Context: an optimization exercise on an open-source flow, tuned for small area, a short achievable clock period and few clock cycles. The choices shown serve that exercise and are no tape-out recipe. At most, simulation tests tie the RTL to the original design; equivalence was not proved. Power and IR drop assume default switching activity.

Design laser_stripe_center_extract, start of the top module:
module laser_stripe_center_extract (
  input  logic                clk,
  input  logic                rst_n,
  input  logic                in_push,
  output logic                in_full,
  input  logic [7:0]          in_pixel,
  input  logic                in_row_end,
  input  logic                in_frame_end,
  output logic                out_empty,
  input  logic                out_pop,
  output logic [lsce_pkg::ROW_W-1:0]    out_row_number,
  output logic                out_found,
  output logic [lsce_pkg::CENTRE_W-1:0] out_centre_q8,
  output logic                out_last,
  input  logic                cfg_valid,
  output logic                cfg_ready,
  input  logic [1:0]          cfg_index,
  input  logic [12:0]         cfg_data
);
  logic [8:0]         thr_r;
  logic signed [12:0] wmin_r, wmax_r;
  logic [11:0]        row_r;
  logic        job_valid, job_found, job_last;
  logic [8:0]  job_x, job_uq;
  logic [9:0]  job_a, job_b;
  logic [12:0] job_s1;
  logic        mul_valid, mul_done, mul_valid_nxt, mul_found, mul_last, mul_take;
  logic [19:0] mul_d, mul_e;
  logic [12:0] mul_s1;
  assign cfg_ready = 1'b1;
  always_ff @(posedge clk) begin
    if (!rst_n) begin
      thr_r <= 9'd35;
      wmin_r <= 13'sd1;
      wmax_r <= 13'sd20;
    end else if (cfg_valid) begin
      case (cfg_index)
        lsce_pkg::REG_GRAD_THRESHOLD: thr_r <= cfg_data[8:0];
        lsce_pkg::REG_WIDTH_MIN:      wmin_r <= $signed(cfg_data);
        lsce_pkg::REG_WIDTH_MAX:      wmax_r <= $signed(cfg_data);
        default: begin
        end
      endcase
    end
  end
  always_ff @(posedge clk) begin
    if (!rst_n) begin
      row_r <= '0;
    end else if (out_pop && !out_empty) begin
      if (out_last) row_r <= '0;
      else if (row_r != 12'hfff) row_r <= row_r + 12'd1;
    end
  end
  assign out_row_number = row_r;
  lsce_front u_front (
    .clk          (clk),
    .rst_n        (rst_n),
    .in_push      (in_push),
    .in_full      (in_full),
    .in_pixel     (in_pixel),
    .in_row_end   (in_row_end),
    .in_frame_end (in_frame_end),
    .thr          (thr_r),
    .wmin         (wmin_r),
    .wmax         (wmax_r),
  ...
Settings: LEC_CHECK=0, CAP_MARGIN=20, CORE_MARGIN=2, CORE_UTILIZATION=40, CTS_BUF_LIST=sky130_fd_sc_hd__clkbuf_8, CTS_CLUSTER_DIAMETER=80, CTS_CLUSTER_SIZE=16, SETUP_SLACK_MARGIN=4.5, SLEW_MARGIN=20; clock period 8.0 ns.
run.sh (not shown) runs the stock make flow with config.mk's settings and CLKGATE_MAP_FILE= SYNTH_SCRIPT=/design/flow/synth_recipe.tcl, a recipe that flattens the netlist after the stock synthesis.
Testbench counts at the start, summed over its fixed seeds: cycles 36,155.
Change:
Settings changed: CTS_BUF_LIST sky130_fd_sc_hd__clkbuf_8 to not set, CTS_CLUSTER_DIAMETER 80 to not set, CTS_CLUSTER_SIZE 16 to not set.
Setup slack gains 0.039 ns.
Non-clock buffer count drops by 4.
Power climbs by about 25%.
Maximum frequency climbs by 1.1%.

---

== red ==
laser_stripe_center_extract, a different RTL version from the one above (not shown whole).
Size: about 2100 cells after synthesis, about 350 flip-flops, about 67 I/O pins, about 21000 um2 of cells after synthesis.
make LEC_CHECK=0 CAP_MARGIN=20 CORE_MARGIN=2 CORE_UTILIZATION=40 SETUP_SLACK_MARGIN=4.8 SLEW_MARGIN=20 finish   # period 8.0 ns
Testbench counts of red, summed over its fixed seeds: cycles 36,155.
The following lists how blue was set up differently from red:
# red
export LEC_CHECK = 0
export CAP_MARGIN = 20
export CORE_MARGIN = 2
export CORE_UTILIZATION = 40
export SETUP_SLACK_MARGIN = 4.8
export SLEW_MARGIN = 20
create_clock -name core_clock -period 8.0 [get_ports {clk}]
# blue
export LEC_CHECK = 0
export CAP_MARGIN = 20
export CORE_MARGIN = 2
export CORE_UTILIZATION = 40
export CTS_BUF_LIST = sky130_fd_sc_hd__clkbuf_8
export CTS_CLUSTER_DIAMETER = 70
export CTS_CLUSTER_SIZE = 12
export SETUP_SLACK_MARGIN = 4.5
export SLEW_MARGIN = 20
create_clock -name core_clock -period 8.0 [get_ports {clk}]
## What came out
blue reached the final stage; the timing, DRC and antenna checks on its layout passed. Combined area of the multi-input logic cells: blue vs red down 490 um2. Relative to red, the final clock period utilization by the worst path of blue is higher by 1.1 points. u_mul.db_r[0] as the beginning of the critical path was reported by blue, and u_front.pkc_r[1] by red. blue vs. red: core utilization went down by 2.7 points. blue against red: first-pass GRT wire length shows a reduction of about 3.3%, final critical delay including setup and external delays climbed 0.089 ns, flip-flop and latch share of the layout cell area went up by 2.3 points. In blue relative to red, detail-routed net length per standard cell had gone down slightly. Per the comparison of blue with red, sum of internal, switching and leakage power went down, worst-case setup margin in the final layout dropped 0.089 ns, power per cell area now sits lower. | maximum frequency | blue vs red | worse |.
Relative to blue, the following input files were edited for green:
# blue
export LEC_CHECK = 0
export CAP_MARGIN = 20
export CORE_MARGIN = 2
export CORE_UTILIZATION = 40
export CTS_BUF_LIST = sky130_fd_sc_hd__clkbuf_8
export CTS_CLUSTER_DIAMETER = 70
export CTS_CLUSTER_SIZE = 12
export SETUP_SLACK_MARGIN = 4.5
export SLEW_MARGIN = 20
create_clock -name core_clock -period 8.0 [get_ports {clk}]
# green
export LEC_CHECK = 0
export CAP_MARGIN = 20
export CORE_MARGIN = 2
export CORE_UTILIZATION = 40
export SETUP_SLACK_MARGIN = 4.5
export SLEW_MARGIN = 20
create_clock -name core_clock -period 8.0 [get_ports {clk}]
Notes after the runs:
Reported for blue and green, synthesized area turned out identical to the last digit.
Summary of green over blue: post-route cell area now sits higher; worst slew slack as a fraction of its limit rose 9.2 points; global-route usage over all layers has remained practically unchanged; power density over the cells increased about 14%.
green vs. blue: maximum cell stage delay along the critical path down 0.10 ns, sequential share of layout area down 0.91 points, critical path depth down 2, post-CTS setup buffer count up 3.
Lower vias per cell among blue and green: green

---

Another version of the RTL of laser_stripe_center_extract (not shown whole).
Size: ~2100 cells after synthesis, roughly 350 flip-flops, roughly 67 I/O pins, ~21000 um^2 of cells after synthesis.
export LEC_CHECK = 0
export CAP_MARGIN = 20
export CORE_MARGIN = 2
export CORE_UTILIZATION = 40
export CTS_BUF_LIST = sky130_fd_sc_hd__clkbuf_8
export CTS_CLUSTER_DIAMETER = 70
export CTS_CLUSTER_SIZE = 12
export SETUP_SLACK_MARGIN = 4.3
export SLEW_MARGIN = 20
create_clock -name core_clock -period 8.0 [get_ports {clk}]
The first run finished with timing, DRC and antenna clean.
Edit:
--- a/flow/config.mk
+++ b/flow/config.mk
@@ -13,3 +13,3 @@
 export CTS_CLUSTER_SIZE = 12
-export SETUP_SLACK_MARGIN = 4.3
+export SETUP_SLACK_MARGIN = 4.8
 export SLEW_MARGIN = 20
Global-route usage went up by 0.42 points.
Cell count rose by 2.0%.
Sequential power hardly moves.
Die area stays the same.
Register-to-register slack improved by 0.26 ns.
First-iteration DRC count falls by 4.1%.
Setup slack gains 0.26 ns.
Hold slack barely changes.
Routed wire length rises by 6.3%.
Edit:
--- a/flow/config.mk
+++ b/flow/config.mk
@@ -13,3 +13,3 @@
 export CTS_CLUSTER_SIZE = 12
-export SETUP_SLACK_MARGIN = 4.8
+export SETUP_SLACK_MARGIN = 5.0
 export SLEW_MARGIN = 20
Register-to-register slack got worse by 0.18 ns; critical path depth climbs by 3; maximum frequency went down by a few percent; setup slack degrades by 0.18 ns; core utilization rose by 1.2 points; clock power barely changes; cell area increases by a few percent; die area stays the same.
Edit:
--- a/flow/config.mk
+++ b/flow/config.mk
@@ -13,3 +13,3 @@
 export CTS_CLUSTER_SIZE = 12
-export SETUP_SLACK_MARGIN = 5.0
+export SETUP_SLACK_MARGIN = 4.65
 export SLEW_MARGIN = 20
What happened:
- routed wire length falls by 4.4%
- synthesized area stays the same
- synthesized cell count stays the same
- cell area falls by 5.6%
- non-clock buffer count falls by 85
- setup slack improved by 0.11 ns
- clock-buffer cell count falls by 1
- cell count falls by 3.2%
- sequential cell count does not change
- critical path depth falls by 3
Edit:
--- a/flow/config.mk
+++ b/flow/config.mk
@@ -13,3 +13,3 @@
 export CTS_CLUSTER_SIZE = 12
-export SETUP_SLACK_MARGIN = 4.65
+export SETUP_SLACK_MARGIN = 4.5
 export SLEW_MARGIN = 20
- The new run completed without violations
- count of clock-buffer cells in the layout rose by 1
- sequential share of layout area rose by 0.25 points
- critical path depth does not change
- die area is unchanged
No run of this note included a check of the RTL's function; only the layout flow was run.

---

Another version of the RTL of laser_stripe_center_extract (not shown whole).
For scale: roughly 2,200 cells after synthesis, ~0.022 sq mm of cells after synthesis.
==> flow/design.v (excerpt) <==
module laser_stripe_center_extract (
  input  logic                clk,
  input  logic                rst_n,
  input  logic                in_push,
  output logic                in_full,
  input  logic [7:0]          in_pixel,
  input  logic                in_row_end,
  input  logic                in_frame_end,
  output logic                out_empty,
  input  logic                out_pop,
  output logic [lsce_pkg::ROW_W-1:0]    out_row_number,
  output logic                out_found,
  output logic [lsce_pkg::CENTRE_W-1:0] out_centre_q8,
  output logic                out_last,
  input  logic                cfg_valid,
  output logic                cfg_ready,
  input  logic [1:0]          cfg_index,
  input  logic [12:0]         cfg_data
);
export LEC_CHECK = 0
export CAP_MARGIN = 20
export CORE_MARGIN = 2
export CORE_UTILIZATION = 40
export SLEW_MARGIN = 20
create_clock -name core_clock -period 8.0 [get_ports {clk}]
The baseline went through all stages and came out clean.
Testbench counts at the start, summed over its fixed seeds: cycles 35,415.
==> next run, changes <==
- SETUP_SLACK_MARGIN: default -> 4.5
Cell area grows by roughly a tenth.
Power grows by a little under a tenth.
Via count grows by a few percent.
Wire length grows by roughly a tenth.
Critical path depth does not change.
Synthesized cell count is unchanged.
Non-clock buffer count grows by 117.
Worst setup slack is better by 0.88 ns.
Synthesized area stays the same.
Die area stays the same.
==> next run, changes <==
- ABC_CLOCK_PERIOD_IN_PS: default -> 3000
Cell count stays the same.
Power does not change.
Setup slack stays the same.
Area after synthesis is unchanged.
Routed wire length stays the same.
Sequential power barely changes.
Fmax does not change.
Count of clock-buffer cells in the layout does not change.
Hold slack does not change.
Via count does not change.
Combinational power hardly moves.

---

Another version of the RTL of laser_stripe_center_extract (not shown whole).
Size: about 2100 cells after synthesis, ~340 flip-flops, roughly 67 I/O pins, roughly 21000 um^2 of cells after synthesis.
## laser_stripe_center_extract
module laser_stripe_center_extract (
  input  logic                clk,
  input  logic                rst_n,
  input  logic                in_push,
  output logic                in_full,
  input  logic [7:0]          in_pixel,
  input  logic                in_row_end,
  input  logic                in_frame_end,
  output logic                out_empty,
  input  logic                out_pop,
  output logic [lsce_pkg::ROW_W-1:0]    out_row_number,
  output logic                out_found,
  output logic [lsce_pkg::CENTRE_W-1:0] out_centre_q8,
  output logic                out_last,
  input  logic                cfg_valid,
  output logic                cfg_ready,
  input  logic [1:0]          cfg_index,
  input  logic [12:0]         cfg_data
);
  logic [8:0]         thr_r;
  logic signed [12:0] wmin_r, wmax_r;
  logic [11:0]        row_r;
  logic        job_valid, job_found, job_last;
  logic [8:0]  job_x, job_uq;
  logic [9:0]  job_a, job_b;
  logic [12:0] job_s1;
  logic        mul_valid, mul_done, mul_valid_nxt, mul_found, mul_last, mul_take;
  logic [19:0] mul_d, mul_e;
  logic [12:0] mul_s1;
  assign cfg_ready = 1'b1;
  always_ff @(posedge clk) begin
    if (!rst_n) begin
      thr_r <= 9'd35;
      wmin_r <= 13'sd1;
      wmax_r <= 13'sd20;
    end else if (cfg_valid) begin
      case (cfg_index)
        lsce_pkg::REG_GRAD_THRESHOLD: thr_r <= cfg_data[8:0];
        lsce_pkg::REG_WIDTH_MIN:      wmin_r <= $signed(cfg_data);
        lsce_pkg::REG_WIDTH_MAX:      wmax_r <= $signed(cfg_data);
        default: begin
        end
      endcase
    end
  end
  always_ff @(posedge clk) begin
    if (!rst_n) begin
      row_r <= '0;
    end else if (out_pop && !out_empty) begin
  ...
export LEC_CHECK = 0
export CAP_MARGIN = 20
export CORE_MARGIN = 2
export CORE_UTILIZATION = 65
export SETUP_SLACK_MARGIN = 4.5
export SLEW_MARGIN = 20
create_clock -name core_clock -period 8.0 [get_ports {clk}]
The first run passed the timing, DRC and antenna checks.
Then changed:
CORE_UTILIZATION = 40   (was 65)
SETUP_SLACK_MARGIN = 5   (was 4.5)
Effect: Final cell count goes up by about 15%. Total power goes up by about 5%. Non-clock buffer count goes up by 117. Sequential share of layout area goes down by 3.4 points. Via count goes up by 2.5%. Worst setup slack is better by 0.11 ns. Flip-flop and latch count stays the same. Clock skew barely changes. Routed wire length goes up by 7.0%. First-iteration DRC count goes down by 22%.
Then changed:
SETUP_SLACK_MARGIN = 4.2   (was 5)
The new run completed with no timing, DRC or antenna violations.
Via count went down by 5.5%.
Worst setup slack got worse by 0.059 ns.
Final area went down by 9.0%.
Clock power goes up by about 2%.
Cell count falls by 4.4%.
Total power came out lower by 4.5%.
Sequential power hardly moves.
Utilization decreases by 4.6 points.
First-iteration DRC count goes down by 11%.
Then changed:
SETUP_SLACK_MARGIN = 4.5   (was 4.2)
Synthesized area does not change.
Cell count climbs by 0.73%.
Fmax is higher by 2.2%.
Power is higher by 0.69%.
Clock-buffer cell count came out lower by 5.
Critical path depth stays the same.
Via count went down by 0.38%.
Function was not checked in any run of this note: the RTL went through the layout flow alone.

---

laser_stripe_center_extract, a different RTL version from the one above (not shown whole).
Size: ~2000 cells after synthesis, ~67 I/O pins, roughly 0.021 mm^2 of cells after synthesis.
==> flow/config.mk <==
export PLATFORM = sky130hd
export DESIGN_NAME = laser_stripe_center_extract
export DESIGN_NICKNAME = laser_stripe_center_extract
export VERILOG_FILES = /design/flow/design.v
export SDC_FILE = /design/flow/constraint.sdc
export NUM_CORES = 4
export LEC_CHECK = 0
export CAP_MARGIN = 20
export CORE_MARGIN = 2
export CORE_UTILIZATION = 40
export SETUP_SLACK_MARGIN = 5
export SLEW_MARGIN = 20
==> flow/constraint.sdc <==
create_clock -name core_clock -period 8.0 [get_ports {clk}]
set_input_delay 1.6000 -clock core_clock [delete_from_list [all_inputs] [get_ports {clk}]]
set_output_delay 1.6000 -clock core_clock [all_outputs]
set_load 0.01 [all_outputs]
The starting point completed without violations.
Edit:
Settings changed: SETUP_SLACK_MARGIN 5 to 4.
The new run finished with timing, DRC and antenna clean.
Non-clock buffer count is lower by 152.
Wire length is lower by roughly a tenth.
Worst setup slack degrades by 0.12 ns.
Utilization is lower by 5.8 points.
Final cell count is lower by a few percent.
No functional check of the RTL was part of any run of this note.

---

## run 1
laser_stripe_center_extract, a different RTL version from the one above (not shown whole).
Size in the first run: ~350 flip-flops, roughly 67 I/O pins.
Settings: LEC_CHECK=0, CAP_MARGIN=20, CORE_MARGIN=2, CORE_UTILIZATION=40, CTS_BUF_LIST=sky130_fd_sc_hd__clkbuf_8, CTS_CLUSTER_DIAMETER=70, CTS_CLUSTER_SIZE=12, SETUP_SLACK_MARGIN=4.55, SLEW_MARGIN=20; clock period 8.0 ns.
Per the final summary, run 1 finished and its layout is clean on timing, DRC and antenna.
Testbench counts of run 1, summed over its fixed seeds: cycles 35,831.
Relative to run 1, the following input files were edited for run 2:
- SETUP_SLACK_MARGIN changed from 4.55 to 4.75
--- outcome ---
Compared with run 1, run 2 shows a lower length of routed met2 wiring.
Run 2 ended up with u_back.r_r[5] as its origin of the worst setup path; run 1 ended up with u_mul.db_r[0].
Any difference in total global routing track utilization between run 2 and run 1 is small enough to ignore.
Cmp run 2 and run 1 / number of buffers inserted by post-CTS setup repair / lower: run 1
Compared with run 1, run 2 improves post-placement worst setup slack.
Run 1 closes out successfully: all stages finished, all timing, DRC and antenna checks passed.
Having completed the whole flow, run 2 delivered a layout that passed the timing, DRC and antenna checks.
On detailed-route vias per instance, run 2 and run 1 are basically level.
#### Input delta (run 3 over run 2)
- SETUP_SLACK_MARGIN now 4.65, was 4.75
Findings:
- Run 3 completed; timing, DRC and antenna clean
- Looking at run 2 and run 3, the clock-net power is a wash.
- First-iteration DRC count, run 3 vs run 2: down by more than 10%
- Switching power as a share of total power | run 3 above run 2
- Post-route standard cell area excluding fillers: run 3 vs run 2 down about 0.9%
- Run 3 reports a higher worst hold slack than run 2 does.
- In the flow results for run 2 and run 3, the worst setup skew after layout is smaller on run 3.
- Final wirelength delta for run 3 relative to run 2: 0.45% lower
- Worst-case reg-to-reg path depth, run 2 and run 3: lower on run 3

==> afterwards: timing with drivers on the ports <==
No port has a modelled driver above. Below, the same layouts with a new extraction and two added sets of constraints. Step 1, drivers: a clkbuf_16 drives clk and a buf_2 each remaining input, both assumed. Step 2 also shifts input and output timing later by t, the mid clock arrival at the registers, as if the neighbouring blocks saw the same clock. Slacks: ideal / step 1 / step 2; pairs: ideal / step 1.
run	t, ns	setup WS [ns]	worst register clock-pin slew, ns
the first run of note 1	0.665	4.559 / 4.559 / 4.007	0.11 / 0.11
the second run of note 1	0.611	4.597 / 4.597 / 4.028	0.06 / 0.06
red	0.603	4.676 / 4.643 / 4.404	0.07 / 0.07
blue	0.652	4.587 / 4.587 / 3.993	0.09 / 0.09
green	0.605	4.621 / 4.621 / 4.135	0.06 / 0.06
the first run of note 3	0.643	4.492 / 4.492 / 3.983	0.09 / 0.09
the second run of note 3	0.643	4.754 / 4.754 / 4.309	0.09 / 0.09
the third run of note 3	0.643	4.571 / 4.571 / 4.363	0.09 / 0.09
the fourth run of note 3	0.643	4.678 / 4.678 / 4.185	0.09 / 0.09
the fifth run of note 3	0.659	4.615 / 4.615 / 4.080	0.09 / 0.09
the first run of note 4	0.607	2.784 / 2.784 / 2.784	0.06 / 0.06
the second run of note 4	0.609	3.661 / 3.661 / 3.661	0.07 / 0.07
the third run of note 4	0.609	3.661 / 3.661 / 3.661	0.07 / 0.07
the first run of note 5	0.575	4.275 / 4.275 / 4.137	0.06 / 0.06
the second run of note 5	0.613	4.386 / 4.386 / 4.386	0.06 / 0.06
the third run of note 5	0.616	4.327 / 4.327 / 3.811	0.06 / 0.06
the fourth run of note 5	0.599	4.404 / 4.404 / 4.120	0.06 / 0.06
the first run of note 6	0.607	4.234 / 4.234 / 4.234	0.06 / 0.06
the second run of note 6	0.599	4.115 / 4.115 / 3.850	0.06 / 0.06
run 1	0.649	4.628 / 4.628 / 4.054	0.10 / 0.10
run 2	0.641	4.712 / 4.712 / 4.345	0.10 / 0.10
run 3	0.653	4.714 / 4.702 / 4.127	0.10 / 0.10
After both steps setup and hold are still met in every run listed. For blue, which loses most, drivers alone change the setup slack by 0.000 ns; drivers and shift together by -0.594 ns.
